Source: an optimization exercise on an open RTL-to-GDS flow (aim: small area, a short achievable clock period and few clock cycles per item). Production flows keep margins and buffers that such runs may drop.
Where RTL was checked, it was by simulation tests only, not by an equivalence proof against the original.
Function not checked in runs 1 to 4: the RTL went through the layout flow alone.
Power is estimated from default activity; no workload was simulated.

$ cat design.v
package gbp_pkg;
	localparam logic [7:0] TERM_RESET = 8'd13;
	localparam logic [7:0] CH_SPACE = 8'h20;
	localparam logic [7:0] CH_MINUS = 8'h2D;
	localparam logic [7:0] CH_POINT = 8'h2E;
	localparam logic [7:0] CH_A = 8'h41;
	localparam logic [7:0] CH_F = 8'h46;
	localparam logic [7:0] CH_G = 8'h47;
	localparam logic [7:0] CH_L = 8'h4C;
	localparam logic [7:0] CH_M = 8'h4D;
	localparam logic [7:0] CH_N = 8'h4E;
	localparam logic [7:0] CH_U = 8'h55;
	localparam logic [7:0] CH_V = 8'h56;
	localparam logic [7:0] CH_W = 8'h57;
	typedef logic [3:0] kind_t;
	localparam kind_t K_NONE = 4'd0;
	localparam kind_t K_N    = 4'd1;
	localparam kind_t K_G    = 4'd2;
	localparam kind_t K_M    = 4'd3;
	localparam kind_t K_F    = 4'd4;
	localparam kind_t K_L    = 4'd5;
	localparam kind_t K_W    = 4'd6;
	localparam kind_t K_U    = 4'd7;
	localparam kind_t K_V    = 4'd8;
	localparam kind_t K_A    = 4'd9;
	function automatic kind_t kind_of(input logic [7:0] c);
		kind_t k;
		case (c)
			CH_N: k = K_N;
			CH_G: k = K_G;
			CH_M: k = K_M;
			CH_F: k = K_F;
			CH_L: k = K_L;
			CH_W: k = K_W;
			CH_U: k = K_U;
			CH_V: k = K_V;
			CH_A: k = K_A;
			default: k = K_NONE;
		endcase
		kind_of = k;
	endfunction
	typedef logic [3:0] cls_t;
	localparam cls_t C_OTHER = 4'd0;
	localparam cls_t C_DIGIT = 4'd10;
	localparam cls_t C_SPACE = 4'd11;
	localparam cls_t C_MINUS = 4'd12;
	localparam cls_t C_POINT = 4'd13;
	function automatic cls_t cls_of(input logic [7:0] c);
		cls_t k;
		k = kind_of(c);
		if ((c[7:4] == 4'h3) && (c[3:0] <= 4'd9)) k = C_DIGIT;
		else if (c == CH_SPACE) k = C_SPACE;
		else if (c == CH_MINUS) k = C_MINUS;
		else if (c == CH_POINT) k = C_POINT;
		cls_of = k;
	endfunction
endpackage
module gcode_block_parser_top #(
	parameter int AXIS_WORD_CHARS = 15,
	parameter int INT_WORD_DIGITS = 4
) (
	input  logic        clk,
	input  logic        arst_n,
	input  logic        cfg_we,
	input  logic [7:0]  cfg_wdata,
	input  logic        char_valid,
	input  logic [7:0]  char_in,
	output logic        char_ready,
	output logic        block_valid,
	input  logic        block_ready,
	output logic [13:0] block_number,
	output logic [1:0]  code_letter,
	output logic [6:0]  code_number,
	output logic [13:0] feed_value,
	output logic [13:0] repeat_count,
	output logic [31:0] x_milli,
	output logic [31:0] y_milli,
	output logic [31:0] z_milli,
	output logic [31:0] a_milli
);
	localparam int MAX_LIM = (AXIS_WORD_CHARS > INT_WORD_DIGITS) ? AXIS_WORD_CHARS
		: INT_WORD_DIGITS;
	localparam int CNT_W = $clog2(MAX_LIM + 1);
	localparam logic [CNT_W-1:0] LIM_AXIS = CNT_W'(AXIS_WORD_CHARS);
	localparam logic [CNT_W-1:0] LIM_INT = CNT_W'(INT_WORD_DIGITS);
	localparam logic [CNT_W-1:0] LIM_CODE = CNT_W'(2);
	localparam bit INT_SAT = (INT_WORD_DIGITS > 4);
	localparam int AW = 33;
	logic [7:0]       term_q;
	logic             cv_q;       
	gbp_pkg::cls_t    cls_q;      
	logic             ct_q;       
	logic [14:0]      wt_q;       
	logic             bv_q;       
	logic             first_q;    
	logic             cr_q;       
	logic             tk_q;       
	gbp_pkg::kind_t            kind_q;
	logic             pw_q;       
	logic             wo_q;       
	logic             ax_q, nl_q, gm_q, fk_q, lk_q;   
	logic [CNT_W-1:0] cnt_q;
	logic             neg_q, pt_q, st_q, en_q, ovf_q;
	logic [1:0]       fd_q;
	logic             mul10_q;    
	logic             frac_q;     
	logic [1:0]       wsel_q;     
	logic [AW-1:0]    acc_q;
	logic [13:0]      f_n, f_feed, f_rep;
	logic [1:0]       f_cl;
	logic [6:0]       f_cn;
	logic [31:0]      f_x, f_y, f_z, f_a;
	assign char_ready   = cr_q;
	assign block_valid  = bv_q;
	assign block_number = f_n;
	assign code_letter  = f_cl;
	assign code_number  = f_cn;
	assign feed_value   = f_feed;
	assign repeat_count = f_rep;
	assign x_milli      = f_x;
	assign y_milli      = f_y;
	assign z_milli      = f_z;
	assign a_milli      = f_a;
	function automatic logic [AW-1:0] add_sk(input logic [AW-1:0] a, input logic [AW-1:0] b,
		input logic kill);
		logic [AW-1:0] g, p, x;
		int j;
		x = a ^ b;
		g = a & b;
		p = x;
		for (int l = 0; (1 << l) < AW; l++) begin
			for (int i = 0; i < AW; i++) begin
				if (((i >> l) & 1) == 1) begin
					j = ((i >> l) << l) - 1;
					g[i] = g[i] | (p[i] & g[j]);
					p[i] = p[i] & p[j];
				end
			end
		end
		add_sk = (x & {AW{!kill}}) ^ ({g[AW-2:0], 1'b0} & {AW{!kill}});
	endfunction
	logic take, stall, proc;
	logic cv_d, ct_d;
	assign take  = char_valid && cr_q;
	assign stall = cv_q && bv_q && (!first_q || ct_q);
	assign proc  = cv_q && !stall;
	assign cv_d  = stall ? cv_q : take;
	assign ct_d  = stall ? ct_q : (char_in == term_q);
	gbp_pkg::kind_t kc;
	logic       digit, is_sp, is_minus, is_point, is_n, is_l, is_f;
	logic       k_int, k_nl, k_fl, k_axis, early;
	logic [CNT_W-1:0] limit, cnt_inc;
	assign kc       = (cls_q <= 4'd9) ? cls_q : gbp_pkg::K_NONE;    
	assign digit    = (cls_q == gbp_pkg::C_DIGIT);
	assign is_sp    = (cls_q == gbp_pkg::C_SPACE);
	assign is_minus = (cls_q == gbp_pkg::C_MINUS);
	assign is_point = (cls_q == gbp_pkg::C_POINT);
	assign is_n     = (cls_q == gbp_pkg::K_N);
	assign is_l     = (cls_q == gbp_pkg::K_L);
	assign is_f     = (cls_q == gbp_pkg::K_F);
	assign k_nl     = nl_q;
	assign k_fl     = fk_q || lk_q;
	assign k_int    = k_nl || k_fl;
	assign k_axis   = ax_q;
	assign cnt_inc  = cnt_q + CNT_W'(1);
	assign early = ((ax_q || fk_q || lk_q) && (is_sp || is_n)) || (fk_q && is_l) || (lk_q && is_f);
	assign limit = gm_q ? LIM_CODE : (ax_q ? LIM_AXIS : LIM_INT);
	logic word_open, absorb, open_new, wr;
	assign word_open = wo_q;
	assign absorb    = proc && !ct_q && word_open && !early;
	assign open_new  = proc && !ct_q && !(word_open && !early);
	assign wr        = pw_q || (proc && wo_q && (ct_q || early));
	logic add;
	logic n_neg, n_pt, n_st, n_en;
	logic [1:0] n_fd;
	always_comb begin
		add = 1'b0;
		n_neg = neg_q;
		n_pt = pt_q;
		n_st = st_q;
		n_en = en_q;
		n_fd = fd_q;
		if (k_nl) begin
			if (!en_q && !(is_sp && !st_q)) begin
				if (digit) begin
					n_st = 1'b1;
					add = 1'b1;
				end else begin
					n_en = 1'b1;
				end
			end
		end else if (k_fl) begin
			add = digit;
		end else begin
			if (!en_q) begin
				if (is_minus) begin
					if (st_q) n_en = 1'b1;
					else begin
						n_st = 1'b1;
						n_neg = 1'b1;
					end
				end else if (is_point) begin
					if (pt_q) n_en = 1'b1;
					else begin
						n_pt = 1'b1;
						n_st = 1'b1;
					end
				end else if (digit) begin
					n_st = 1'b1;
					if (!pt_q) add = 1'b1;
					else if (fd_q != 2'd3) begin
						add = 1'b1;
						n_fd = fd_q + 2'd1;
					end
				end
			end
		end
	end
	logic       mul10;
	logic       o_axis;
	logic [1:0] n_wsel, wsel_d;
	logic       neg_d;
	assign mul10 = mul10_q;
	assign o_axis = (kc == gbp_pkg::K_W) || (kc == gbp_pkg::K_U) || (kc == gbp_pkg::K_V)
		|| (kc == gbp_pkg::K_A);
	assign n_wsel = !k_axis ? 2'd3 : (!n_pt ? 2'd0 : n_fd + 2'd1);
	assign wsel_d = absorb ? n_wsel : (open_new ? (o_axis ? 2'd0 : 2'd3) : wsel_q);
	assign neg_d  = absorb ? n_neg : (open_new ? 1'b0 : neg_q);
	logic       take_c;
	logic [1:0] wsel_p;
	logic       neg_p;
	assign take_c = word_open && !early;
	assign wsel_p = (cv_q && !ct_q) ? (take_c ? n_wsel : (o_axis ? 2'd0 : 2'd3)) : wsel_q;
	assign neg_p  = (cv_q && !ct_q) ? (take_c && n_neg) : neg_q;
	logic [13:0] bw;
	always_comb begin
		bw = 14'd0;
		case ({wsel_p, char_in[3:0]})
			{2'd0, 4'd1}: bw = 14'd1000;
			{2'd0, 4'd2}: bw = 14'd2000;
			{2'd0, 4'd3}: bw = 14'd3000;
			{2'd0, 4'd4}: bw = 14'd4000;
			{2'd0, 4'd5}: bw = 14'd5000;
			{2'd0, 4'd6}: bw = 14'd6000;
			{2'd0, 4'd7}: bw = 14'd7000;
			{2'd0, 4'd8}: bw = 14'd8000;
			{2'd0, 4'd9}: bw = 14'd9000;
			{2'd1, 4'd1}: bw = 14'd100;
			{2'd1, 4'd2}: bw = 14'd200;
			{2'd1, 4'd3}: bw = 14'd300;
			{2'd1, 4'd4}: bw = 14'd400;
			{2'd1, 4'd5}: bw = 14'd500;
			{2'd1, 4'd6}: bw = 14'd600;
			{2'd1, 4'd7}: bw = 14'd700;
			{2'd1, 4'd8}: bw = 14'd800;
			{2'd1, 4'd9}: bw = 14'd900;
			{2'd2, 4'd1}: bw = 14'd10;
			{2'd2, 4'd2}: bw = 14'd20;
			{2'd2, 4'd3}: bw = 14'd30;
			{2'd2, 4'd4}: bw = 14'd40;
			{2'd2, 4'd5}: bw = 14'd50;
			{2'd2, 4'd6}: bw = 14'd60;
			{2'd2, 4'd7}: bw = 14'd70;
			{2'd2, 4'd8}: bw = 14'd80;
			{2'd2, 4'd9}: bw = 14'd90;
			{2'd3, 4'd0}: bw = 14'd0;
			{2'd3, 4'd1}: bw = 14'd1;
			{2'd3, 4'd2}: bw = 14'd2;
			{2'd3, 4'd3}: bw = 14'd3;
			{2'd3, 4'd4}: bw = 14'd4;
			{2'd3, 4'd5}: bw = 14'd5;
			{2'd3, 4'd6}: bw = 14'd6;
			{2'd3, 4'd7}: bw = 14'd7;
			{2'd3, 4'd8}: bw = 14'd8;
			{2'd3, 4'd9}: bw = 14'd9;
			default: bw = 14'd0;
		endcase
	end
	logic [AW-1:0] op1, op2, op3, csa_s, csa_c, acc_sum;
	logic          acc_oor;
	assign op1 = mul10 ? {acc_q[AW-4:0], 3'b000} : '0;
	assign op2 = !frac_q ? {acc_q[AW-2:0], 1'b0} : acc_q;
	assign op3 = {{(AW-15){wt_q[14]}}, wt_q};
	assign csa_s = op1 ^ op2 ^ op3;
	assign csa_c = (op1 & op2) | (op1 & op3) | (op2 & op3);
	assign acc_sum = add_sk(csa_s, {csa_c[AW-2:0], wt_q[14]}, !absorb);
	assign acc_oor  = (acc_q[AW-1] != acc_q[31]);
	logic          acc_big;
	assign acc_big  = !frac_q && (acc_q[30:28] != {3{acc_q[31]}});
	logic        sat;
	logic [31:0] axis_val;
	logic [13:0] int_val;
	assign sat      = ovf_q || acc_oor;
	assign axis_val = sat ? {neg_q, {31{!neg_q}}} : acc_q[31:0];
	assign int_val  = (INT_SAT && (sat || (acc_q[31:0] > 32'd16383))) ? 14'd16383 : acc_q[13:0];
	logic emit, bv_d, first_d;
	assign emit    = proc && ct_q;
	assign bv_d    = emit || (bv_q && !block_ready);
	assign first_d = emit;
	always_ff @(posedge clk or negedge arst_n) begin
		if (!arst_n) begin
			term_q <= gbp_pkg::TERM_RESET;
			cv_q <= 1'b0;
			bv_q <= 1'b0;
			cr_q <= 1'b1;
			tk_q <= 1'b1;
			kind_q <= gbp_pkg::K_NONE;
			pw_q <= 1'b0;
			wo_q <= 1'b0;
		end else begin
			if (cfg_we) term_q <= cfg_wdata;
			cv_q <= cv_d;
			bv_q <= bv_d;
			cr_q <= !(bv_d && (!first_d || (cv_d && ct_d)));
			tk_q <= bv_q && block_ready;
			if (absorb) begin
				pw_q <= (cnt_inc >= limit);
				wo_q <= !(cnt_inc >= limit);
			end else if (open_new) begin
				kind_q <= kc;
				pw_q <= 1'b0;
				wo_q <= (kc != gbp_pkg::K_NONE);
			end else if (emit || pw_q) begin
				kind_q <= gbp_pkg::K_NONE;
				pw_q <= 1'b0;
				wo_q <= 1'b0;
			end
		end
	end
	always_ff @(posedge clk) begin
		if (open_new) begin
			ax_q <= o_axis;
			nl_q <= (kc == gbp_pkg::K_N) || (kc == gbp_pkg::K_G) || (kc == gbp_pkg::K_M);
			gm_q <= (kc == gbp_pkg::K_G) || (kc == gbp_pkg::K_M);
			fk_q <= (kc == gbp_pkg::K_F);
			lk_q <= (kc == gbp_pkg::K_L);
		end
		if (!stall) begin
			cls_q <= gbp_pkg::cls_of(char_in);
			wt_q <= {neg_p, bw ^ {14{neg_p}}};
		end
		ct_q <= ct_d;
		first_q <= first_d;
		if (absorb) begin
			cnt_q <= cnt_inc;
			neg_q <= n_neg;
			pt_q <= n_pt;
			st_q <= n_st;
			en_q <= n_en;
			fd_q <= n_fd;
			mul10_q <= !(k_axis && n_pt);
			frac_q <= k_axis && n_pt;
			wsel_q <= wsel_d;
			if (add) begin
				ovf_q <= ovf_q || acc_oor || acc_big;
			end
		end else if (open_new) begin
			cnt_q <= '0;
			neg_q <= 1'b0;
			pt_q <= 1'b0;
			st_q <= 1'b0;
			en_q <= 1'b0;
			fd_q <= 2'd0;
			mul10_q <= 1'b1;
			frac_q <= 1'b0;
			wsel_q <= wsel_d;
			ovf_q <= 1'b0;
		end
		if ((absorb && add) || open_new) acc_q <= acc_sum;
	end
	logic w_n, w_c, w_f, w_l, w_x, w_y, w_z, w_a;
	logic h_n, h_c, h_f, h_l, h_x, h_y, h_z, h_a;
	assign w_n = wr && (kind_q == gbp_pkg::K_N);
	assign w_c = wr && (kind_q == gbp_pkg::K_G || kind_q == gbp_pkg::K_M);
	assign w_f = wr && (kind_q == gbp_pkg::K_F);
	assign w_l = wr && (kind_q == gbp_pkg::K_L);
	assign w_x = wr && (kind_q == gbp_pkg::K_W);
	assign w_y = wr && (kind_q == gbp_pkg::K_U);
	assign w_z = wr && (kind_q == gbp_pkg::K_V);
	assign w_a = wr && (kind_q == gbp_pkg::K_A);
	assign h_n = !w_n && !tk_q;
	assign h_c = !w_c && !tk_q;
	assign h_f = !w_f && !tk_q;
	assign h_l = !w_l && !tk_q;
	assign h_x = !w_x && !tk_q;
	assign h_y = !w_y && !tk_q;
	assign h_z = !w_z && !tk_q;
	assign h_a = !w_a && !tk_q;
	logic [1:0] cl_val;
	assign cl_val = (kind_q == gbp_pkg::K_G) ? 2'd1 : 2'd2;
	always_ff @(posedge clk) begin
		f_n    <= ({14{w_n}} & int_val) | ({14{h_n}} & f_n);
		f_cl   <= ({2{w_c}} & cl_val) | ({2{h_c}} & f_cl);
		f_cn   <= ({7{w_c}} & int_val[6:0]) | ({7{h_c}} & f_cn);
		f_feed <= ({14{w_f}} & int_val) | ({14{h_f}} & f_feed);
		f_rep  <= ({14{w_l}} & int_val) | ({14{h_l}} & f_rep) | {13'd0, tk_q && !w_l};
		f_x    <= ({32{w_x}} & axis_val) | ({32{h_x}} & f_x);
		f_y    <= ({32{w_y}} & axis_val) | ({32{h_y}} & f_y);
		f_z    <= ({32{w_z}} & axis_val) | ({32{h_z}} & f_z);
		f_a    <= ({32{w_a}} & axis_val) | ({32{h_a}} & f_a);
	end
endmodule
$ cat flow/run.sh
#!/bin/bash
set -euo pipefail
bash standard.sh "BUFFER_PORTS_ARGS=-buffer_cell sky130_fd_sc_hd__buf_1" finish > flow_make.log 2>&1
$ cat standard.sh
#!/bin/bash
# synth_recipe.tcl (not shown) runs the flow's synth.tcl, then flattens the netlist and writes it again
# the make line also repeats each setting of config.mk as NAME=value (left out here)
make -C /OpenROAD-flow-scripts/flow DESIGN_CONFIG=/design/flow/config.mk WORK_HOME=/design/flow/orfs CLKGATE_MAP_FILE= SYNTH_SCRIPT=/design/flow/synth_recipe.tcl "${@:-finish}"
$ cat config.mk
export PLATFORM = sky130hd
export DESIGN_NAME = gcode_block_parser_top
export DESIGN_NICKNAME = gcode_block_parser_top
export VERILOG_FILES = /design/flow/design.v
export SDC_FILE = /design/flow/constraint.sdc
export NUM_CORES = 4
export LEC_CHECK = 0
export ABC_AREA = 1
export CAP_MARGIN = 20
export CORE_MARGIN = 2
export CORE_UTILIZATION = 40
export CTS_BUF_LIST = sky130_fd_sc_hd__clkbuf_16
export CTS_CLUSTER_DIAMETER = 120
export CTS_CLUSTER_SIZE = 20
export SETUP_SLACK_MARGIN = 4.7
export SLEW_MARGIN = 20
$ cat constraint.sdc
create_clock -name core_clock -period 8.0 [get_ports {clk}]
set_input_delay 1.6000 -clock core_clock [delete_from_list [all_inputs] [get_ports {clk}]]
set_output_delay 1.6000 -clock core_clock [all_outputs]
set_load 0.01 [all_outputs]
==> results of run 1 <==
-- layout by cell type (no fill, tap or decap), types with 6 or more instances in the layout --
cell type,synthesis,final
nand2_1,260,251
nand3_1,234,233
o21ai_0,252,233
inv_1,224,221
buf_1,17,201
dfxtp_1,181,181
nor2_1,96,89
edfxtp_1,72,72
a21oi_1,50,41
o21ai_1,27,40
ha_1,47,36
fa_1,29,29
buf_4,2,28
nand4_1,21,21
nand2_2,14,20
clkbuf_16,0,20
nor3_1,17,15
inv_2,8,15
dfrtp_1,13,13
xor2_1,11,11
nor2_2,4,10
ha_4,0,10
nand3b_1,9,9
a21oi_2,2,8
o21ai_2,2,6
nand2_4,3,6
a31oi_1,7,6
-- routing by layer --
layer,global-route usage (%),vias to the layer above
li1,-,6041
met1,29.01,5625
met3,2.558,42
met2,32.38,362
met4,3.816,0
met5,0,-
-- kinds of logic (layout without fill, tap and decap cells) --
family	count (synthesis)	count (layout)	share of synthesized area [%]
xor+xnor	14	14	0.8961
simple gates	669	669	22.24
fa+ha+maj	76	76	8.540
flops	271	271	45.62
buf+inv	313	496	8.778
mux	1	1	0.08228
compound gates	362	363	13.85
-- worst max-delay path: stages, from the launching register on --
cell,delay (ns)
edfxtp_1,0.40
buf_6,0.16
buf_12,0.14
nand2_1,0.05
o21ai_0,0.11
fa_1,0.53
inv_1,0.05
ha_1,0.31
nand2_1,0.13
nor2_2,0.21
a21oi_4,0.10
o21ai_4,0.26
buf_6,0.21
nand2_1,0.06
nand2_1,0.09
nand2_1,0.05
nand2_1,0.06
nor2_1,0.04
-- worst min-delay path by stage --
stage                                startpoint                     to  cells past startpoint
after floorplan           term_q[0]$_DFFE_PN1P_  term_q[0]$_DFFE_PN1P_                      2
after global placement          f_cl[1]$_DFF_P_        f_cl[1]$_DFF_P_                      2
after detailed placement        f_cl[1]$_DFF_P_        f_cl[1]$_DFF_P_                      2
after CTS                       f_cl[1]$_DFF_P_        f_cl[1]$_DFF_P_                      2
after global routing            f_a[30]$_DFF_P_        f_a[30]$_DFF_P_                      2
final                           f_cl[1]$_DFF_P_        f_cl[1]$_DFF_P_                      2
-- repair_timing --
| action | in CTS | in global routing |
|---|---|---|
| setup buffers | 11 | 15 |
| resized for setup | 7 | 78 |
| cloned | 0 | 4 |
| pin swaps | 1 | 21 |
| setup endpoints to repair | 25 | 18 |
-- cell usage after synthesis, drive strengths merged --
| library cell | number |
|---|---|
| a31oi | 7 |
| a21oi | 53 |
| a21o | 3 |
| dfstp | 5 |
| mux2 | 1 |
| nand3 | 235 |
| xnor2 | 3 |
| dfxtp | 181 |
| nand2 | 277 |
| o21bai | 2 |
| buf | 29 |
| o21a | 2 |
| or2 | 3 |
| xor2 | 11 |
| nor2 | 100 |
| o211ai | 2 |
| o221ai | 1 |
| a211oi | 3 |
| nor4 | 1 |
| nor3 | 19 |
| nor3b | 1 |
| o22ai | 4 |
| inv | 232 |
| nand3b | 9 |
| o21ai | 281 |
| edfxtp | 72 |
| fa | 29 |
| or4 | 1 |
| a21boi | 2 |
| nor4b | 1 |
| ha | 47 |
| nand4 | 22 |
| dfrtp | 13 |
| clkbuf | 52 |
| o31ai | 2 |
-- stage by stage --
| step | std cells | power [mW] | area (sq um) |
|---|---|---|---|
| after detailed placement | 2284 | 3.816 | 14790 |
| after floorplan | 1706 | 3.262 | 13720 |
| after CTS | 2319 | 4.764 | 15390 |
| after global placement | 2284 | 3.768 | 14790 |
| after global routing | 2338 | 5.476 | 15870 |
| final | 2338 | 5.077 | 15870 |
-- state kept, by name (all words and copies together) (netlist names), 14 cells and up --
register and cells:
acc_q 33, f_a 32, f_x 32, f_y 32, f_z 32, wt_q 15
f_feed 14, f_n 14, f_rep 14
-- area by class of cell --
| type | instances | area share, % |
|---|---|---|
| clock buffers | 17 | 2.680 |
| clock inverters | 7 | 0.1971 |
| inverters | 232 | 5.526 |
| multi-input cells | 1123 | 41.49 |
| flip-flops and latches | 271 | 39.33 |
| well taps | 448 | 3.532 |
| repair buffers | 240 | 7.245 |
-- power breakdown --
group / switching, mW / internal [mW] / total (mW)
logic: 1.55 / 0.888 / 2.44
registers: 0.134 / 1.65 / 1.78
clock network: 0.467 / 0.387 / 0.854
total: 2.15 / 2.92 / 5.08
==> impl_metrics.tcl, run 1 <==
set metrics [dict create \
    status "complete, no violations" \
    preCtsSetupSlack_ns 3.756 \
    grt.overflow.total 0 \
    slew_headroom_pct 33.03 \
    drtIter0Drc 759 \
    die_w_um 189.0 \
    root_buffer "clkbuf_16" \
    drt-total-wl_mm 37.61 \
    crit_type "reg -> reg" \
    drive_above_1_share_pct 8.624 \
    io_pins 202 \
    multiInputGateArea_sq_mm 0.006585 \
    grt_use_total_pct 20.07 \
    vias_per_cell 5.163 \
    synthDominantCellAreaShare_pct 26.48 \
    r2r_cells 17 \
    initial_utilization_pct 40.71 \
    gp_congestion 0.9261 \
    nFillCells 3342 \
    hold_path.class "reg -> reg" \
    fin_hold_ws_ns 0.4793 \
    endpoint "acc_q[20]$_DFFE_PP_" \
    rsz0062_at_grt "yes" \
    r2r-end "acc_q[20]$_DFFE_PP_" \
    ys_seq_area_share_pct 45.62 \
    setup_viol 0 \
    critPathLaunchType "flip-flop" \
    synth.area.top_cells "dfxtp_1 26%, edfxtp_1 16%, o21ai_0 9.2%, nand3_1 8.6%, nand2_1 7.1%" \
    cts_max_path_buffers 3 \
    wl_per_cell_um 16.09 \
    power.density_mw_per_mm2 319.9 \
    r2r_start "frac_q$_SDFFCE_PN0P_" \
    postLayoutCoreUtil_pct 47.21 \
    cp-startpoint "frac_q$_SDFFCE_PN0P_" \
    synth_cells 1706 \
    irDropWorstVdd_mv 0.1603 \
    tightest_slew_ns 1.005 \
    grt_antenna_before_repair 0 \
    yosys_warnings 1 \
    die_y_um 189.0 \
    slew_violations 0 \
    wl_met1_mm 17.64 \
    syn2layout_area_growth_pct 15.98 \
    ff_latch_area_sq_mm 0.006242 \
    rrSetupSlack_ns 4.79 \
    endpoint_kind "flip-flop" \
    hold_buffers 0 \
    core_sq_mm 0.03362 \
    vias 12070 \
    antenna-diode-count 0 \
    syn-cell-area_sq_mm 0.01368 \
    p_leak_nw 6.717 \
    dp_hpwl_mm 26.04 \
    routed-wl-met3_mm 2.467 \
    period_needed_ns 3.206 \
    top_layer_used "met4" \
    grt_pass1_wl_mm 58.89 \
    cap_violations 0 \
    cts_buffers 17 \
    row_count 67 \
    syn_area_per_cell_sq_um 8.021 \
    synth-seq-cells 271 \
    cts.sinks 271 \
    clkLatencyLatePin_ns 0.50 \
    fin_nets 1982 \
    dr_wl_met2_mm 16.87 \
    synth_cell_types 50 \
    io_buffers 201 \
    critical_path_arrival_ns 3.48 \
    required_ns 8.27 \
    period_share_pct 40.07 \
    timing.fmax_ghz 0.3119 \
    tritoncts "built" \
    htreeDepth 1 \
    grt_pass1_vias 11110 \
    hold_viol 0 \
    synth_nets 1803 \
    synth_area_leader_cell "dfxtp_1" \
    clk_pin_slew_worst_paths_ns 0.09 \
    fin_worst_skew_ns 0.01634 \
    dieArea_sq_mm 0.03571 \
    dr.pass1.iters 5 \
    cp_max_fo 10 \
    ant_nets 0 \
    setup_slack_ns 4.794 \
    drc 0 \
    grt_max_degree 99 \
    tns_ns 0 \
]
==> inputs of run 2 (changes only) <==
--- a/design.v
+++ b/design.v
@@ -106,2 +106,4 @@
 	logic             frac_q;     
+	logic             mul10b_q;   
+	logic             fracb_q;
 	logic [1:0]       wsel_q;     
@@ -280,4 +282,7 @@
 	logic          acc_oor;
-	assign op1 = mul10 ? {acc_q[AW-4:0], 3'b000} : '0;
-	assign op2 = !frac_q ? {acc_q[AW-2:0], 1'b0} : acc_q;
+	localparam int HB = AW / 2;
+	assign op1[HB-1:0]  = mul10_q ? {acc_q[HB-4:0], 3'b000} : '0;
+	assign op1[AW-1:HB] = mul10b_q ? acc_q[AW-4:HB-3] : '0;
+	assign op2[HB-1:0]  = !frac_q ? {acc_q[HB-2:0], 1'b0} : acc_q[HB-1:0];
+	assign op2[AW-1:HB] = !fracb_q ? acc_q[AW-2:HB-1] : acc_q[AW-1:HB];
 	assign op3 = {{(AW-15){wt_q[14]}}, wt_q};
@@ -352,2 +357,4 @@
 			frac_q <= k_axis && n_pt;
+			mul10b_q <= !n_pt;
+			fracb_q <= n_pt && !k_int;
 			wsel_q <= wsel_d;
@@ -365,2 +372,4 @@
 			frac_q <= 1'b0;
+			mul10b_q <= 1'b1;
+			fracb_q <= 1'b0;
 			wsel_q <= wsel_d;
==> run 2 against run 1 <==
Against the previous run:
- setup slack hardly changed
- total power is 5.1% lower
- register-to-register slack hardly changed
- count of clock-buffer cells in the layout stayed put
- final cell count is 0.26% higher
- combinational power is about 10% lower
- routed wire length is 1.6% higher
- sequential power hardly changed
- die area is 0.29% higher
- via count is 0.95% higher
- critical path type unchanged
- largest power group unchanged
==> impl_metrics.tcl, run 2 <==
set metrics [dict create \
    crit_top_cell "nand2_1" \
    htreeDepth 1 \
    rrSetupSlack_ns 4.79 \
    syn2layout_area_growth_pct 15.67 \
    synth_area_leader_cell "dfxtp_1" \
    grt_max_degree 107 \
    initial_utilization_pct 40.73 \
    ant_nets 0 \
    period_needed_ns 3.206 \
    synthDominantCellAreaShare_pct 26.40 \
    grt.overflow.total 0 \
    placed_cells 2291 \
    grt_use_total_pct 20.78 \
    period_share_pct 40.08 \
    r2r_cells 18 \
    vias 12190 \
    hold_depth 2 \
    slew_headroom_pct 26.88 \
    rsz0062_at_grt "yes" \
    gp_congestion 0.9082 \
    setup_viol 0 \
    cp-startpoint "frac_q$_SDFFCE_PN0P_" \
    die_w_um 189.2 \
    timing.fmax_ghz 0.3119 \
    final_cell_mix "260 x nand2_1, 260 x o21ai_0, 224 x nand3_1, 220 x inv_1, 201 x buf_1" \
    critPathLaunchType "flip-flop" \
    endpoint "acc_q[25]$_DFFE_PP_" \
    synth_cells 1714 \
    critical_path_arrival_ns 3.48 \
    syn-cell-area_sq_mm 0.01372 \
    cts.sinks 273 \
    tightest_slew_ns 1.097 \
    largest_reg_flops 33 \
    antenna-diode-count 0 \
    io_buffers 201 \
    cap_violations 0 \
    grt_pass1_vias 11400 \
    synth_nets 1811 \
    endpoint_kind "flip-flop" \
    syn_area_per_cell_sq_um 8.007 \
    fin_nets 1987 \
    tns_ns 0 \
    synthTopCellsByCount "274 x nand2_1, 273 x o21ai_0, 226 x nand3_1, 218 x inv_1, 181 x dfxtp_1" \
    yosys_warnings 1 \
    r2r_start "frac_q$_SDFFCE_PN0P_" \
    top_register "acc_q" \
    cp_max_fo 6 \
    dr.pass1.iters 7 \
    p_total_mw 4.818 \
    synth-edff-count 74 \
    r2r-end "acc_q[25]$_DFFE_PP_" \
    slew_violations 0 \
    root_buffer "clkbuf_16" \
    drive_above_1_share_pct 7.648 \
    fin_worst_skew_ns 0.01469 \
    crit_slowest_cell "fa_1" \
    tritoncts "built" \
    row_count 67 \
    postLayoutCoreUtil_pct 47.11 \
    fin_hold_ws_ns 0.4844 \
    irDropWorstVdd_mv 0.1357 \
    grt_pass1_wl_mm 60.67 \
    ys_seq_area_share_pct 45.92 \
    hold_viol 0 \
    p_leak_nw 6.701 \
    clk_pin_slew_worst_paths_ns 0.09 \
    grt_antenna_before_repair 0 \
    io_pins 202 \
    status "complete, no violations" \
    drtIter0Drc 960 \
    synth.area.top_cells "dfxtp_1 26%, edfxtp_1 16%, o21ai_0 10%, nand3_1 8.2%, nand2_1 7.5%" \
    slowest_delay_ns 0.50 \
    synth-seq-cells 273 \
    drc 0 \
    required_ns 8.27 \
    cts_max_path_buffers 3 \
    clkLatencyLatePin_ns 0.51 \
    core_sq_mm 0.03370 \
    die_y_um 189.2 \
    synth_cell_types 49 \
    wl_per_cell_um 16.29 \
    yosys.cell_count.top_type "nand2_1" \
    drt-total-wl_mm 38.20 \
    crit_type "reg -> reg" \
    ys_async_sr_fraction_pct 6.593 \
    dieArea_sq_mm 0.03581 \
    final_cells 2344 \
    ys.flop_type "dfxtp_1" \
    vias_per_cell 5.198 \
    hold_path.class "reg -> reg" \
    path_cells "buf_6 -> buf_12 -> nand2_1 -> o21ai_4 -> fa_1 -> inv_1 -> ha_4 -> inv_1 -> o21bai_1 -> a31oi_1 -> nand2_2 -> a21oi_4 -> buf_12 -> o21ai_4 -> nand2_1 -> nand2_1 -> nand2_1 -> xor2_1" \
    cts_buffers 17 \
    dp_hpwl_mm 26.13 \
    power.density_mw_per_mm2 303.5 \
]
run 2: changes by cell type in the layout (fill, tap and decap cells not counted), sizes merged, moves of 2 or more:
cell and delta:
nor2 +7, nand3 -7, nand2 +10, xor2 -2
a21oi -3, edfxtp +2, o22ai +3, buf -3
nand4 +2, clkbuf -2, a31oi +2, inv -5
run 2: layer usage:
metal  share of wire (%)  GRT usage (%)  vias up
met5                   0              0        -
met4                 2.5          5.516        0
met3                 6.9          2.688       56
met2                  44          33.57      380
met1                  46          29.39     5692
li1                    -              -     6057
run 2: logic make-up (layout without fill, tap and decap cells):
family,Yosys count,count (layout),share of synthesized area [%]
buf+inv,308,487,8.642
flops,273,273,45.92
simple gates,682,682,22.35
mux,1,1,0.08204
xor+xnor,12,12,0.7659
compound gates,362,365,13.72
fa+ha+maj,76,76,8.515
run 2: layout make-up:
cell class	instances	area [sq um]
Clock buffer	17	425.4
Fill cell	3359	17820
Tap cell	448	560.5
Timing Repair Buffer	235	1135
Multi-Input combinational cell	1136	6561
Clock inverter	8	32.53
Inverter	227	858.3
Sequential cell	273	6302
run 2: repair_timing:
item	in CTS	in global routing
pin swaps	1	12
resized for setup	4	57
endpoints found under the setup margin	23	24
hold buffers	0	0
gates cloned	1	4
setup buffers	16	7
run 2: where the power goes:
part	internal [mW]	switching (mW)	total, mW
combinational	0.773	1.42	2.19
sequential	1.64	0.124	1.76
clock	0.387	0.474	0.861
total	2.80	2.02	4.82
run 2: metrics by stage:
| stage | setup slack [ns] | area (sq um) |
|---|---|---|
| 3_3_place_gp | 3.951 | 14860 |
| 6_report | 4.794 | 15880 |
| 2_1_floorplan | 4.709 | 13780 |
| 3_5_place_dp | 3.835 | 14860 |
| 4_1_cts | 4.683 | 15520 |
| 5_1_grt | 4.605 | 15880 |
run 2: worst min path at each step:
stage	from	end
3_3_place_gp	f_z[12]$_DFF_P_	f_z[12]$_DFF_P_
3_5_place_dp	f_a[23]$_DFF_P_	f_a[23]$_DFF_P_
2_1_floorplan	term_q[0]$_DFFE_PN1P_	term_q[0]$_DFFE_PN1P_
6_report	bv_q$_DFF_PN0_	tk_q$_DFF_PN1_
5_1_grt	f_y[11]$_DFF_P_	f_y[11]$_DFF_P_
4_1_cts	bv_q$_DFF_PN0_	tk_q$_DFF_PN1_
run 2: worst max-delay path, delay by kind of cell (launching register included):
kind,cells,cell delay (ns)
fa+ha+maj,2,0.78
compound gates,5,0.60
buf+inv,5,0.55
simple gates,5,0.46
flops,1,0.42
xor+xnor,1,0.16
==> inputs of run 3 (changes only) <==
--- a/config.mk
+++ b/config.mk
@@ -14,3 +14,3 @@
 export CTS_CLUSTER_SIZE = 20
-export SETUP_SLACK_MARGIN = 4.7
+export SETUP_SLACK_MARGIN = 4.85
 export SLEW_MARGIN = 20
==> run 3 against run 2 <==
Against the previous run:
- still clean
- worst hold slack improved by 0.0043 ns
- final cell count rose by 0.60%
- die area did not move
- critical endpoint is now acc_q[30]$_DFFE_PP_
- largest cell class unchanged
- highest routed layer unchanged
==> impl_metrics.tcl, run 3 <==
set metrics [dict create \
    slowest_delay_ns 0.52 \
    root_buffer "clkbuf_16" \
    drtIter0Drc 891 \
    grt_pass1_vias 11260 \
    grt_antenna_before_repair 0 \
    synth-seq-cells 273 \
    ant_nets 0 \
    synth_nets 1811 \
    p_total_mw 5.066 \
    synth_cells 1714 \
    htreeDepth 1 \
    required_ns 8.25 \
    cap_violations 0 \
    fin_nets 2000 \
    synth-adder-area-share_pct 8.515 \
    cp_max_fo 6 \
    grt_pass1_wl_mm 60.19 \
    final_cell_mix "250 x o21ai_0, 248 x nand2_1, 221 x nand3_1, 211 x inv_1, 199 x buf_1" \
    slew_violations 0 \
    syn-cell-area_sq_mm 0.01372 \
    hold_buffers 0 \
    core_sq_mm 0.03370 \
    syn2layout_area_growth_pct 18.17 \
    critical_path_arrival_ns 3.38 \
    die_y_um 189.2 \
    fin_worst_skew_ns 0.02106 \
    top_register "acc_q" \
    syn_area_per_cell_sq_um 8.007 \
    nFillCells 3324 \
    irDropWorstVdd_mv 0.1504 \
    dp_hpwl_mm 25.88 \
    period_share_pct 39.20 \
    grt.overflow.total 0 \
    vias 12250 \
    grt_use_total_pct 20.59 \
    rsz0062_at_grt "yes" \
    rrSetupSlack_ns 4.86 \
    row_count 67 \
    fin_hold_ws_ns 0.4887 \
    drt-total-wl_mm 38.19 \
    synth_cell_types 49 \
    crit_type "reg -> reg" \
    power.density_mw_per_mm2 312.4 \
    cp-startpoint "frac_q$_SDFFCE_PN0P_" \
    yosys_warnings 1 \
    place_area_sq_mm 0.01490 \
    design_area_sq_mm 0.01622 \
    path_cells "buf_8 -> buf_6 -> nand2_4 -> o21ai_4 -> fa_1 -> inv_2 -> ha_4 -> a21oi_4 -> nor2_1 -> nor2_1 -> inv_1 -> a21oi_4 -> buf_6 -> o21ai_4 -> nand3b_1 -> nand2_1 -> nand3b_1 -> nand2_1" \
    tritoncts "built" \
    synthDominantCellAreaShare_pct 26.40 \
    wl_per_cell_um 16.20 \
    yosys.cell_count.top_type "nand2_1" \
    vias_per_cell 5.197 \
    critPathLaunchType "flip-flop" \
    die_w_um 189.2 \
    tns_ns 0 \
    r2r-end "acc_q[30]$_DFFE_PP_" \
    setup_slack_ns 4.864 \
    antenna-diode-count 0 \
    dieArea_sq_mm 0.03581 \
    timing.fmax_ghz 0.3188 \
    io_buffers 201 \
    synthXorXnorAreaFrac_pct 0.7658 \
    synth_area_leader_cell "dfxtp_1" \
    crit_slowest_cell "fa_1" \
    synth_compound_area_share_pct 13.72 \
    synthTopCellsByCount "274 x nand2_1, 273 x o21ai_0, 226 x nand3_1, 218 x inv_1, 181 x dfxtp_1" \
    r2r_start "frac_q$_SDFFCE_PN0P_" \
    ys_seq_area_share_pct 45.92 \
    gp_congestion 0.8950 \
    r2r_cells 18 \
    grt_max_degree 96 \
    p_leak_nw 6.774 \
    clkLatencyLatePin_ns 0.51 \
    status "complete, no violations" \
    cts_buffers 17 \
    largest_reg_flops 33 \
    final_common_cell "o21ai_0" \
    clk_pin_slew_worst_paths_ns 0.08 \
    dr.pass1.iters 5 \
    endpoint_kind "flip-flop" \
    synthMuxAreaShare_pct 0.08205 \
    initial_utilization_pct 40.73 \
    hold_viol 0 \
    preCtsSetupSlack_ns 3.916 \
    synth_top_family_by_area "simple AND/OR/NAND/NOR gates" \
    ys.flop_type "dfxtp_1" \
    tightest_slew_ns 0.9738 \
    drc 0 \
    setup_viol 0 \
    cts_max_path_buffers 3 \
    hold_path.class "reg -> reg" \
    ys_async_sr_fraction_pct 6.593 \
    synth.area.top_cells "dfxtp_1 26%, edfxtp_1 16%, o21ai_0 10%, nand3_1 8.2%, nand2_1 7.5%" \
    synth-simple-area-share_pct 22.35 \
    cts.sinks 273 \
    period_needed_ns 3.136 \
    drive_above_1_share_pct 11.10 \
    io_pins 202 \
    slew_headroom_pct 35.08 \
    synth-edff-count 74 \
    endpoint "acc_q[30]$_DFFE_PP_" \
]
## run 3: cell families after synthesis
| group | after synthesis |
|---|---|
| flops | 273 |
| compound gates | 362 |
| fa+ha+maj | 76 |
| simple gates | 682 |
| mux | 1 |
| buf+inv | 308 |
| xor+xnor | 12 |
## run 3: area by class of cell
cell class	count	area, sq um	share of cell area (%)
Multi-Input combinational cell	1137	6845	42.21
Sequential cell	273	6302	38.86
Timing Repair Buffer	247	1190	7.337
Inverter	227	858.3	5.292
Tap cell	448	560.5	3.456
Clock buffer	17	425.4	2.623
Clock inverter	9	36.28	0.2237
## run 3: stage by stage
stage / utilization (%) / cells
floorplan: - / 1714
global placement: 44.21 / 2291
detailed placement: 44.21 / 2291
CTS: 46.36 / 2335
global route: 48.13 / 2358
finish: 48.13 / 2358
## run 3: timing repair
item                       4_1_cts  5_1_grt
setup buffers                   16       21
setup endpoints to repair       24       95
gates resized for setup         17      123
gates cloned                     2        2
pin swaps                        3       41
## run 3: how the worst min path moves through the flow
stage	from	endpoint	slack, ns	cells past startpoint
6_report	f_cl[1]$_DFF_P_	f_cl[1]$_DFF_P_	0.49	2
5_1_grt	f_feed[13]$_DFF_P_	f_feed[13]$_DFF_P_	0.51	2
4_1_cts	f_cl[1]$_DFF_P_	f_cl[1]$_DFF_P_	0.49	2
3_5_place_dp	f_a[26]$_DFF_P_	f_a[26]$_DFF_P_	0.47	2
3_3_place_gp	f_cl[1]$_DFF_P_	f_cl[1]$_DFF_P_	0.46	2
2_1_floorplan	term_q[0]$_DFFE_PN1P_	term_q[0]$_DFFE_PN1P_	0.47	2
## run 3: where the power goes
group	total, mW	switching [mW]	leakage (nW)	internal [mW]
registers	1.77	0.125	2.45	1.64
clock network	0.849	0.461	0.253	0.387
logic	2.45	1.54	4.08	0.909
total	5.07	2.13	6.77	2.94
## run 3: worst max-delay path: cells and delay by family (launching register included)
kind	cells	cell delay, ns
flip-flops	1	0.47
AND/OR/NAND/NOR	7	0.51
buffers and inverters	5	0.59
AO/OA/AOI/OAI	4	0.54
adder cells (fa/ha/maj)	2	0.76
## run 3: routing by layer
metal / vias to the layer above / part of all wire, % / wire length, um / track usage [%]
met3: 54 / 6.7 / 2552 / 2.966
met4: 0 / 2.5 / 956 / 5.277
met2: 397 / 45 / 17020 / 33.02
li1: 6102 / - / - / -
met1: 5701 / 46 / 17670 / 29.20
met5: - / 0 / 0 / 0
==> inputs of run 4 (changes only) <==
--- a/design.v
+++ b/design.v
@@ -87,3 +87,3 @@
 	localparam bit INT_SAT = (INT_WORD_DIGITS > 4);
-	localparam int AW = 33;
+	localparam int AW = 36;
 	logic [7:0]       term_q;
@@ -99,4 +99,2 @@
 	logic             pw_q;       
-	logic             wo_q;       
-	logic             ax_q, nl_q, gm_q, fk_q, lk_q;   
 	logic [CNT_W-1:0] cnt_q;
@@ -162,14 +160,27 @@
 	assign is_f     = (cls_q == gbp_pkg::K_F);
-	assign k_nl     = nl_q;
-	assign k_fl     = fk_q || lk_q;
+	assign k_nl     = (kind_q == gbp_pkg::K_N) || (kind_q == gbp_pkg::K_G) || (kind_q == gbp_pkg::K_M);
+	assign k_fl     = (kind_q == gbp_pkg::K_F) || (kind_q == gbp_pkg::K_L);
 	assign k_int    = k_nl || k_fl;
-	assign k_axis   = ax_q;
+	assign k_axis   = (kind_q == gbp_pkg::K_W) || (kind_q == gbp_pkg::K_U) || (kind_q == gbp_pkg::K_V) || (kind_q == gbp_pkg::K_A);
 	assign cnt_inc  = cnt_q + CNT_W'(1);
-	assign early = ((ax_q || fk_q || lk_q) && (is_sp || is_n)) || (fk_q && is_l) || (lk_q && is_f);
-	assign limit = gm_q ? LIM_CODE : (ax_q ? LIM_AXIS : LIM_INT);
+	always_comb begin
+		case (kind_q)
+			gbp_pkg::K_F: early = is_sp || is_n || is_l;
+			gbp_pkg::K_L: early = is_sp || is_n || is_f;
+			gbp_pkg::K_W, gbp_pkg::K_U, gbp_pkg::K_V, gbp_pkg::K_A: early = is_sp || is_n;
+			default: early = 1'b0;
+		endcase
+	end
+	always_comb begin
+		case (kind_q)
+			gbp_pkg::K_G, gbp_pkg::K_M: limit = LIM_CODE;
+			gbp_pkg::K_W, gbp_pkg::K_U, gbp_pkg::K_V, gbp_pkg::K_A: limit = LIM_AXIS;
+			default: limit = LIM_INT;
+		endcase
+	end
 	logic word_open, absorb, open_new, wr;
-	assign word_open = wo_q;
+	assign word_open = (kind_q != gbp_pkg::K_NONE) && !pw_q;
 	assign absorb    = proc && !ct_q && word_open && !early;
 	assign open_new  = proc && !ct_q && !(word_open && !early);
-	assign wr        = pw_q || (proc && wo_q && (ct_q || early));
+	assign wr        = pw_q || (proc && (kind_q != gbp_pkg::K_NONE) && (ct_q || early));
 	logic add;
@@ -291,5 +302,3 @@
 	assign acc_sum = add_sk(csa_s, {csa_c[AW-2:0], wt_q[14]}, !absorb);
-	assign acc_oor  = (acc_q[AW-1] != acc_q[31]);
-	logic          acc_big;
-	assign acc_big  = !frac_q && (acc_q[30:28] != {3{acc_q[31]}});
+	assign acc_oor  = (acc_q[AW-1:31] != '0) && (acc_q[AW-1:31] != '1);
 	logic        sat;
@@ -313,3 +322,2 @@
 			pw_q <= 1'b0;
-			wo_q <= 1'b0;
 		end else begin
@@ -322,3 +330,2 @@
 				pw_q <= (cnt_inc >= limit);
-				wo_q <= !(cnt_inc >= limit);
 			end else if (open_new) begin
@@ -326,3 +333,2 @@
 				pw_q <= 1'b0;
-				wo_q <= (kc != gbp_pkg::K_NONE);
 			end else if (emit || pw_q) begin
@@ -330,3 +336,2 @@
 				pw_q <= 1'b0;
-				wo_q <= 1'b0;
 			end
@@ -335,9 +340,2 @@
 	always_ff @(posedge clk) begin
-		if (open_new) begin
-			ax_q <= o_axis;
-			nl_q <= (kc == gbp_pkg::K_N) || (kc == gbp_pkg::K_G) || (kc == gbp_pkg::K_M);
-			gm_q <= (kc == gbp_pkg::K_G) || (kc == gbp_pkg::K_M);
-			fk_q <= (kc == gbp_pkg::K_F);
-			lk_q <= (kc == gbp_pkg::K_L);
-		end
 		if (!stall) begin
@@ -361,3 +359,3 @@
 			if (add) begin
-				ovf_q <= ovf_q || acc_oor || acc_big;
+				ovf_q <= ovf_q || acc_oor;
 			end
--- a/config.mk
+++ b/config.mk
@@ -11,6 +11,3 @@
 export CORE_UTILIZATION = 40
-export CTS_BUF_LIST = sky130_fd_sc_hd__clkbuf_16
-export CTS_CLUSTER_DIAMETER = 120
-export CTS_CLUSTER_SIZE = 20
-export SETUP_SLACK_MARGIN = 4.85
+export SETUP_SLACK_MARGIN = 4.7
 export SLEW_MARGIN = 20
==> run 4 against run 3 <==
Against the previous run:
- largest power group is now registers
- synthesized cell count hardly changed
- design area is 5.0% higher
- area after synthesis is 3.3% higher
- non-clock buffer count is 3 lower
- combinational power is 42% lower
==> impl_metrics.tcl, run 4 <==
set metrics [dict create \
    top_register "acc_q" \
    period_share_pct 40.28 \
    synth-adder-area-share_pct 8.934 \
    hold_viol 0 \
    antenna-diode-count 0 \
    ant_nets 0 \
    place_area_sq_mm 0.01523 \
    preCtsSetupSlack_ns 3.837 \
    design_area_sq_mm 0.01702 \
    core_sq_mm 0.03471 \
    ys_async_sr_fraction_pct 6.296 \
    wl_per_cell_um 17.10 \
    p_leak_nw 7.257 \
    die_w_um 192.2 \
    cts.sinks 270 \
    largest_reg_flops 36 \
    drt-total-wl_mm 40.85 \
    final_cell_mix "232 x nand2_1, 223 x nand3_1, 222 x inv_1, 200 x buf_1, 181 x dfxtp_1" \
    synth-simple-area-share_pct 21.18 \
    syn2layout_area_growth_pct 20.09 \
    dp_hpwl_mm 27.69 \
    period_needed_ns 3.222 \
    irDropWorstVdd_mv 0.1805 \
    synth_cell_types 56 \
    critPathLaunchType "flip-flop" \
    yosys_warnings 1 \
    endpoint_kind "flip-flop" \
    power.density_mw_per_mm2 265.5 \
    grt_pass1_vias 11670 \
    rsz0062_at_grt "yes" \
    grt_antenna_before_repair 0 \
    ys_seq_area_share_pct 43.86 \
    dieArea_sq_mm 0.03696 \
    hold_path.class "reg -> reg" \
    root_buffer "clkbuf_16" \
    clkLatencyLatePin_ns 0.59 \
    ys.flop_type "dfxtp_1" \
    vias 12520 \
    grt_max_degree 100 \
    synth_compound_area_share_pct 15.74 \
    final_cells 2389 \
    synth-seq-cells 270 \
    drc 0 \
    synth_cells 1713 \
    synthDominantCellAreaShare_pct 25.56 \
    syn-cell-area_sq_mm 0.01417 \
    gp_congestion 0.8788 \
    status "complete, no violations" \
    fin_hold_ws_ns 0.4727 \
    htreeDepth 1 \
    syn_area_per_cell_sq_um 8.274 \
    cap_violations 0 \
    tns_ns 0 \
    cts_buffers 31 \
    critical_path_arrival_ns 3.56 \
    fin_nets 2013 \
    die_y_um 192.2 \
    placed_cells 2293 \
    grt_pass1_wl_mm 62.05 \
    io_pins 202 \
    setup_viol 0 \
    fin_worst_skew_ns 0.01789 \
    timing.fmax_ghz 0.3103 \
    setup_slack_ns 4.778 \
    rrSetupSlack_ns 4.78 \
    crit_type "reg -> reg" \
    slew_headroom_pct 29.27 \
    slew_violations 0 \
    tightest_slew_ns 1.061 \
    p_total_mw 4.520 \
    initial_utilization_pct 40.83 \
    vias_per_cell 5.241 \
    grt_use_total_pct 21.10 \
    drive_above_1_share_pct 13.39 \
    dr.pass1.iters 5 \
    tritoncts "built" \
    synth_top_family_by_area "simple AND/OR/NAND/NOR gates" \
    synthTopCellsByCount "258 x nand2_1, 231 x inv_1, 227 x nand3_1, 181 x dfxtp_1, 176 x o21ai_0" \
    synth_nets 1816 \
    synth_area_leader_cell "dfxtp_1" \
    cp_max_fo 5 \
    drtIter0Drc 849 \
    synthXorXnorAreaFrac_pct 0.4944 \
    nFillCells 3362 \
    final_common_cell "nand2_1" \
    io_buffers 201 \
    clk_pin_slew_worst_paths_ns 0.06 \
    synth.area.top_cells "dfxtp_1 26%, edfxtp_1 15%, nand3_1 8.0%, nand2_1 6.8%, o21ai_0 6.2%" \
    required_ns 8.34 \
    row_count 68 \
    yosys.cell_count.top_type "nand2_1" \
    synth-edff-count 72 \
    hold_buffers 0 \
    grt.overflow.total 0 \
    cts_max_path_buffers 3 \
    postLayoutCoreUtil_pct 49.03 \
    synthMuxAreaShare_pct 0.3178 \
]
## run 4: changes by cell type in the layout (fill, tap and decap cells not counted), sizes merged, moves of 8 or more
| cell | change |
|---|---|
| a21oi | +13 |
| nand2 | -13 |
| clkbuf | +31 |
| nor2 | -28 |
| nand3b | -8 |
| o21ai | +12 |
| nand3 | +15 |
## run 4: path summary, 6_finish.rpt
| path | start | end | cells past startpoint |
|---|---|---|---|
| max in group asynchronous | arst_n | term_q[2]$_DFFE_PN1P_ | 1 |
| worst min register to register | f_y[10]$_DFF_P_ | f_y[10]$_DFF_P_ | 2 |
| worst max-delay path | frac_q$_SDFFCE_PN0P_ | acc_q[18]$_DFFE_PP_ | 16 |
| worst max register to register | frac_q$_SDFFCE_PN0P_ | acc_q[18]$_DFFE_PP_ | 16 |
| min in group asynchronous | arst_n | kind_q[2]$_DFFE_PN0P_ | 1 |
| worst min-delay path | f_y[10]$_DFF_P_ | f_y[10]$_DFF_P_ | 2 |
## run 4: cells by family (layout without fill, tap and decap cells)
family,after synthesis,after routing
adder cells (fa/ha/maj),82,82
buffers and inverters,319,538
AND/OR/NAND/NOR,633,635
flip-flops,270,270
AO/OA/AOI/OAI,397,397
XOR/XNOR,8,8
multiplexers,4,4
## run 4: timing repair
item,CTS,global route
pin swaps,2,17
setup endpoints to repair,28,44
gates resized for setup,11,75
setup buffers,19,14
cloned,1,4
## run 4: cell type report
cell class                 instances  area, sq um  share of cell area (%)
clock buffer                      47        968.4                   5.690
clock inverter                    10        125.1                  0.7351
inverter                         236        900.9                   5.293
multi-input combinational       1126         7024                   41.27
sequential                       270         6217                   36.53
tap                              455        569.3                   3.345
timing repair buffer             244         1211                   7.116
timing repair inverter             1        5.005                 0.02940
## run 4: report_power, final
group | leakage [nW] | total (mW) | switching, mW | internal, mW
logic | 4.29 | 1.41 | 0.911 | 0.499
clock network | 0.545 | 1.50 | 0.595 | 0.902
registers | 2.42 | 1.61 | 0.0778 | 1.53
## run 4: routing by layer
layer,share of wire (%),vias up,global-route usage [%]
met1,46,5909,29.54
met2,45,391,33.77
met3,7.2,49,3.545
met4,1.9,0,5.402
met5,0,-,0
li1,-,6172,-
## run 4: worst max-delay path: stages (launching register included)
cell and delay, ns:
edfxtp_1 0.44, buf_6 0.17, buf_4 0.14, o21ai_1 0.17
fa_1 0.45, ha_1 0.30, nand2_1 0.13, nor2_2 0.07
nand2_1 0.15, nor2_2 0.08, a211oi_4 0.30, nand2_8 0.13
buf_6 0.14, nand2_4 0.06, nand2_4 0.06, o21ai_2 0.11
a21oi_1 0.06
==> inputs of run 5 (changes only) <==
--- a/design.v
+++ b/design.v
@@ -87,3 +87,3 @@
 	localparam bit INT_SAT = (INT_WORD_DIGITS > 4);
-	localparam int AW = 36;
+	localparam int AW = 33;
 	logic [7:0]       term_q;
@@ -241,8 +241,2 @@
 	assign neg_d  = absorb ? n_neg : (open_new ? 1'b0 : neg_q);
-	logic       take_c;
-	logic [1:0] wsel_p;
-	logic       neg_p;
-	assign take_c = word_open && !early;
-	assign wsel_p = (cv_q && !ct_q) ? (take_c ? n_wsel : (o_axis ? 2'd0 : 2'd3)) : wsel_q;
-	assign neg_p  = (cv_q && !ct_q) ? (take_c && n_neg) : neg_q;
 	logic [13:0] bw;
@@ -250,3 +244,3 @@
 		bw = 14'd0;
-		case ({wsel_p, char_in[3:0]})
+		case ({wsel_d, char_in[3:0]})
 			{2'd0, 4'd1}: bw = 14'd1000;
@@ -302,3 +296,5 @@
 	assign acc_sum = add_sk(csa_s, {csa_c[AW-2:0], wt_q[14]}, !absorb);
-	assign acc_oor  = (acc_q[AW-1:31] != '0) && (acc_q[AW-1:31] != '1);
+	assign acc_oor  = (acc_q[AW-1] != acc_q[31]);
+	logic          acc_big;
+	assign acc_big  = !frac_q && (acc_q[30:28] != {3{acc_q[31]}});
 	logic        sat;
@@ -342,3 +338,3 @@
 			cls_q <= gbp_pkg::cls_of(char_in);
-			wt_q <= {neg_p, bw ^ {14{neg_p}}};
+			wt_q <= {neg_d, bw ^ {14{neg_d}}};
 		end
@@ -359,3 +355,3 @@
 			if (add) begin
-				ovf_q <= ovf_q || acc_oor;
+				ovf_q <= ovf_q || acc_oor || acc_big;
 			end
--- a/config.mk
+++ b/config.mk
@@ -11,3 +11,6 @@
 export CORE_UTILIZATION = 40
-export SETUP_SLACK_MARGIN = 4.7
+export CTS_BUF_LIST = sky130_fd_sc_hd__clkbuf_16
+export CTS_CLUSTER_DIAMETER = 120
+export CTS_CLUSTER_SIZE = 20
+export SETUP_SLACK_MARGIN = 4.9
 export SLEW_MARGIN = 20
==> run 5 against run 4 <==
Against the previous run:
- area after synthesis is 3.9% lower
- sequential cell count is 3 lower
- maximum frequency is 4.0% higher
- critical endpoint is now wt_q[5]$_DFFE_PN_
- sequential power hardly changed
- setup slack better by 0.12 ns
- largest cell class unchanged
==> impl_metrics.tcl, run 5 <==
set metrics [dict create \
    crit_slowest_cell "o21ai_0" \
    clkLatencyLatePin_ns 0.51 \
    syn_area_per_cell_sq_um 8.156 \
    tns_ns 0 \
    vias 12090 \
    crit_buf_inv 2 \
    drive_above_1_share_pct 11.31 \
    placed_cells 2239 \
    fin_hold_ws_ns 0.4799 \
    dp_hpwl_mm 25.50 \
    synthDominantCellAreaShare_pct 26.75 \
    drtIter0Drc 936 \
    final_common_cell "nand3_1" \
    top_register "acc_q" \
    ant_nets 0 \
    yosys_warnings 1 \
    initial_utilization_pct 40.62 \
    drt-total-wl_mm 37.89 \
    antenna-diode-count 0 \
    vias_per_cell 5.245 \
    period_needed_ns 3.100 \
    synth.area.top_cells "dfxtp_1 27%, edfxtp_1 15%, nand3_1 9.5%, nand2_1 7.1%, o21ai_0 6.5%" \
    hold_path.class "reg -> reg" \
    htreeDepth 1 \
    crit_top_cell "nand2_1" \
    core_sq_mm 0.03353 \
    dieArea_sq_mm 0.03554 \
    status "complete, no violations" \
    slew_violations 0 \
    ys.flop_type "dfxtp_1" \
    synth_top_family_by_area "simple AND/OR/NAND/NOR gates" \
    wl_per_cell_um 16.44 \
    preCtsSetupSlack_ns 3.983 \
    synth_cell_types 51 \
    synth_compound_area_share_pct 13.46 \
    gp_congestion 0.8535 \
    irDropWorstVdd_mv 0.1302 \
    grt_max_degree 99 \
    synth_area_leader_cell "dfxtp_1" \
    ys_seq_area_share_pct 44.91 \
    hold_viol 0 \
    synth-edff-count 68 \
    place_area_sq_mm 0.01464 \
    tritoncts "built" \
    io_pins 202 \
    io_buffers 201 \
    fin_nets 1949 \
    final_cells 2305 \
    synthMuxAreaShare_pct 0.6614 \
    die_y_um 188.5 \
    row_count 67 \
    syn-cell-area_sq_mm 0.01362 \
    period_share_pct 38.75 \
    critical_path_arrival_ns 3.35 \
    critPathLaunchType "primary input" \
    die_w_um 188.5 \
    syn2layout_area_growth_pct 17.92 \
    dr.pass1.iters 5 \
    setup_viol 0 \
    timing.fmax_ghz 0.3226 \
    grt_pass1_vias 11270 \
    grt_use_total_pct 20.40 \
    fin_worst_skew_ns 0.01684 \
    cp_max_fo 7 \
    path_cells "buf_1 -> inv_1 -> ha_1 -> o21ai_0 -> o21bai_1 -> nand2_1 -> nand3_1 -> nand2_1 -> nand2_1 -> nand2_1" \
    setup_slack_ns 4.900 \
    cts_max_path_buffers 3 \
    tightest_slew_ns 1.028 \
    synthTopCellsByCount "258 x nand3_1, 257 x nand2_1, 216 x inv_1, 182 x dfxtp_1, 177 x o21ai_0" \
    synthXorXnorAreaFrac_pct 1.157 \
    crit_family "compound AO/OA/AOI/OAI gates" \
    synth-simple-area-share_pct 22.48 \
    grt.overflow.total 0 \
    p_leak_nw 6.863 \
    slowest_delay_ns 0.42 \
    ys_async_sr_fraction_pct 6.367 \
    crit_type "in -> reg" \
    drc 0 \
    synth_cells 1670 \
    slew_headroom_pct 31.46 \
    largest_reg_flops 33 \
    endpoint_kind "flip-flop" \
    grt_antenna_before_repair 0 \
    required_ns 8.25 \
    root_buffer "clkbuf_16" \
    yosys.cell_count.top_type "nand3_1" \
    cts_buffers 17 \
    design_area_sq_mm 0.01606 \
    grt_pass1_wl_mm 59.46 \
    synth-adder-area-share_pct 8.580 \
    cts.sinks 267 \
    rsz0062_at_grt "yes" \
    power.density_mw_per_mm2 226.9 \
    cap_violations 0 \
    hold_buffers 0 \
    nFillCells 3328 \
    synth-seq-cells 267 \
    synth_nets 1767 \
    final_cell_mix "246 x nand3_1, 234 x nand2_1, 209 x inv_1, 200 x buf_1, 182 x dfxtp_1" \
    clk_pin_slew_worst_paths_ns 0.09 \
]
==> run 5: cell count changes after synthesis, moves of 12 or more <==
cell / before / now
a21oi_1: 62 / 47
buf_6: 12 / 0
clkbuf_1: 27 / 42
inv_1: 231 / 216
nand3_1: 227 / 258
nand3_2: 14 / 2
nand4_1: 13 / 28
nor2_1: 74 / 58
o21ai_2: 32 / 1
==> run 5: worst register-to-register path, delay by kind of cell, from the launching register on <==
family,cells,cell delay [ns]
simple gates,7,0.98
fa+ha+maj,2,0.93
buf+inv,4,0.48
flops,1,0.43
==> run 5: cell families after synthesis <==
group | Yosys count
and+or+nand+nor | 646
AOI/OAI and AO/OA | 350
buffers and inverters | 305
DFF | 267
adders and majority gates | 76
xor gates and xnor gates | 18
muxes | 8
==> run 5: per-layer routing <==
metal | global-route usage [%] | vias to the layer above | wire length (um)
met4 | 4.718 | 0 | 740
met2 | 32.88 | 352 | 17170
met5 | 0 | - | 0
li1 | - | 5991 | -
met3 | 2.328 | 48 | 2132
met1 | 29.37 | 5698 | 17850
==> run 5: worst paths after layout <==
kind | startpoint | end | slack [ns] | depth (start not counted)
max | char_in[0] | wt_q[5]$_DFFE_PN_ | 4.90 | 10
min | f_x[2]$_DFF_P_ | f_x[2]$_DFF_P_ | 0.48 | 2
max reg2reg | wt_q[14]$_DFFE_PN_ | acc_q[31]$_DFFE_PP_ | 4.92 | 13
min reg2reg | f_x[2]$_DFF_P_ | f_x[2]$_DFF_P_ | 0.48 | 2
max in group asynchronous | arst_n | kind_q[1]$_DFFE_PN0P_ | 6.22 | 1
min in group asynchronous | arst_n | kind_q[0]$_DFFE_PN0P_ | 1.21 | 1
==> run 5: repair_timing <==
item,in CTS,in global routing
endpoints found under the setup margin,152,104
pin swaps,4,40
buffers inserted,21,14
resized for setup,32,132
cloned,2,4
==> run 5: layout make-up <==
type / instances / area, sq um / share of cell area [%]
Sequential cell: 267 / 6117 / 38.09
Inverter: 223 / 863.3 / 5.375
Clock buffer: 18 / 450.4 / 2.804
Multi-Input combinational cell: 1102 / 6900 / 42.96
Clock inverter: 6 / 30.03 / 0.1870
Tap cell: 448 / 560.5 / 3.490
Timing Repair Buffer: 241 / 1140 / 7.097
==> run 5: report_power, final <==
group	internal, mW	switching, mW	total [mW]
registers	1.51	0.0742	1.58
logic	0.419	0.771	1.19
clock network	0.408	0.466	0.874
==> run 5: through the flow <==
stage / utilization (%) / power [mW]
detailed placement: 43.65 / 2.560
global placement: 43.65 / 2.536
CTS: 46.02 / 3.471
global route: 47.90 / 3.855
floorplan: - / 2.286
finish: 47.90 / 3.645
Testbench counts of run 5, summed over its fixed seeds: cycles 82,158, chars 82,147.
==> inputs of run 6 (changes only) <==
--- a/config.mk
+++ b/config.mk
@@ -14,3 +14,3 @@
 export CTS_CLUSTER_SIZE = 20
-export SETUP_SLACK_MARGIN = 4.9
+export SETUP_SLACK_MARGIN = 4.6
 export SLEW_MARGIN = 20
==> run 6 against run 5 <==
Against the previous run:
- clock skew increased by 0.012 ns
- total power decreased by 6.0%
- first-iteration DRC count decreased by 13%
- area after synthesis unchanged
- global-route usage decreased by 0.46 points
- largest cell class unchanged
- largest power group unchanged
==> impl_metrics.tcl, run 6 <==
set metrics [dict create \
    crit_slowest_cell "fa_1" \
    ys.flop_type "dfxtp_1" \
    ys_seq_area_share_pct 44.91 \
    synth.area.top_cells "dfxtp_1 27%, edfxtp_1 15%, nand3_1 9.5%, nand2_1 7.1%, o21ai_0 6.5%" \
    row_count 67 \
    placed_cells 2241 \
    rsz0062_at_grt "yes" \
    syn_area_per_cell_sq_um 8.156 \
    power.density_mw_per_mm2 222.5 \
    setup_slack_ns 4.795 \
    synth-edff-count 68 \
    slew_headroom_pct 27.05 \
    grt_pass1_wl_mm 58.15 \
    tritoncts "built" \
    hold_viol 0 \
    period_share_pct 40.07 \
    drt-total-wl_mm 36.23 \
    synthTopCellsByCount "258 x nand3_1, 257 x nand2_1, 216 x inv_1, 182 x dfxtp_1, 177 x o21ai_0" \
    status "complete, no violations" \
    p_leak_nw 6.702 \
    cp_max_fo 9 \
    synth_cells 1670 \
    ant_nets 0 \
    final_common_cell "nand3_1" \
    endpoint_kind "flip-flop" \
    ys_async_sr_fraction_pct 6.367 \
    drtIter0Drc 813 \
    grt_pass1_vias 10860 \
    dr.pass1.iters 5 \
    io_pins 202 \
    top_register "acc_q" \
    setup_viol 0 \
    syn2layout_area_growth_pct 13.10 \
    crit_type "reg -> reg" \
    irDropWorstVdd_mv 0.1450 \
    io_buffers 201 \
    vias_per_cell 5.215 \
    gp_congestion 0.8609 \
    clkLatencyLatePin_ns 0.51 \
    core_sq_mm 0.03353 \
    period_needed_ns 3.205 \
    crit_buf_inv 8 \
    hold_path.class "reg -> reg" \
    yosys.cell_count.top_type "nand3_1" \
    root_buffer "clkbuf_16" \
    fin_nets 1930 \
    cap_violations 0 \
    timing.fmax_ghz 0.3120 \
    synth-seq-cells 267 \
    critical_path_arrival_ns 3.47 \
    slowest_delay_ns 0.52 \
    drc 0 \
    fin_hold_ws_ns 0.4815 \
    largest_reg_flops 33 \
    dieArea_sq_mm 0.03554 \
    grt_use_total_pct 19.94 \
    cts_max_path_buffers 3 \
    critPathLaunchType "flip-flop" \
    crit_family "buffers and inverters" \
    crit_top_cell "buf_4" \
    vias 11930 \
    clk_pin_slew_worst_paths_ns 0.10 \
    final_cell_mix "255 x nand3_1, 252 x nand2_1, 218 x inv_1, 201 x buf_1, 182 x dfxtp_1" \
    fin_worst_skew_ns 0.02908 \
    yosys_warnings 1 \
    dp_hpwl_mm 25.36 \
    die_y_um 188.5 \
    cts.sinks 267 \
    grt_antenna_before_repair 0 \
    required_ns 8.27 \
    slew_violations 0 \
]
run 6: cell counts after synthesis:
Identical to the previous run, type by type.
run 6: logic make-up (layout without fill, tap and decap cells):
family          after synthesis  count (layout)  synth area share [%]
simple gates                646             648                 22.48
compound gates              350             350                 13.46
buf+inv                     305             472                 8.754
flops                       267             267                 44.91
fa+ha+maj                    76              76                 8.580
xor+xnor                     18              18                 1.157
mux                           8               8                0.6614
run 6: final timing paths:
path	from	endpoint	slack (ns)	depth (start not counted)
setup / recovery	wt_q[14]$_DFFE_PN_	acc_q[24]$_DFFE_PP_	4.79	15
hold / removal	f_a[22]$_DFF_P_	f_a[22]$_DFF_P_	0.48	2
setup reg to reg	wt_q[14]$_DFFE_PN_	acc_q[24]$_DFFE_PP_	4.79	15
hold reg to reg	f_a[22]$_DFF_P_	f_a[22]$_DFF_P_	0.48	2
max in group asynchronous	arst_n	term_q[1]$_DFFE_PN0P_	6.22	1
min in group asynchronous	arst_n	kind_q[0]$_DFFE_PN0P_	1.20	1
run 6: worst register-to-register path, stage by stage, from the launching register on:
cell,delay [ns]
edfxtp_1,0.48
clkinvlp_4,0.13
buf_4,0.16
buf_4,0.15
buf_4,0.13
fa_1,0.52
inv_1,0.05
ha_1,0.31
inv_1,0.07
nor2_1,0.23
nand3_1,0.11
o211ai_1,0.09
buf_4,0.23
inv_1,0.07
a21boi_0,0.16
nor2_1,0.06
run 6: repair_timing:
item,CTS,global route
buffers inserted,11,7
hold buffers,0,0
resized for setup,9,24
pin swaps,1,2
endpoints found under the setup margin,69,96
cloned,0,2
endpoints found under the hold margin,0,0
run 6: per-stage QoR:
step	area (sq um)	util (%)	power, mW
after floorplan	13630	-	2.280
after global placement	14620	43.61	2.532
after detailed placement	14620	43.61	2.556
after CTS	15240	45.45	3.418
after global routing	15400	45.94	3.655
final	15400	45.94	3.427
run 6: layer usage:
layer | vias up | global-route usage, % | share of wire (%)
li1 | 5922 | - | -
met1 | 5562 | 28.46 | 46
met2 | 393 | 31.70 | 45
met3 | 50 | 2.850 | 6.9
met4 | 0 | 5.198 | 2.1
met5 | - | 0 | 0
run 6: area by class of cell:
type / instances / area [sq um]
Fill cell: 3367 / 18130
Multi-Input combinational cell: 1100 / 6424
Sequential cell: 267 / 6117
Timing Repair Buffer: 224 / 972.2
Inverter: 223 / 858.3
Tap cell: 448 / 560.5
Clock buffer: 17 / 425.4
Clock inverter: 8 / 47.55
run 6: power by group:
| part | switching [mW] | internal (mW) |
|---|---|---|
| clock network | 0.466 | 0.393 |
| registers | 0.0700 | 1.51 |
| logic | 0.674 | 0.318 |
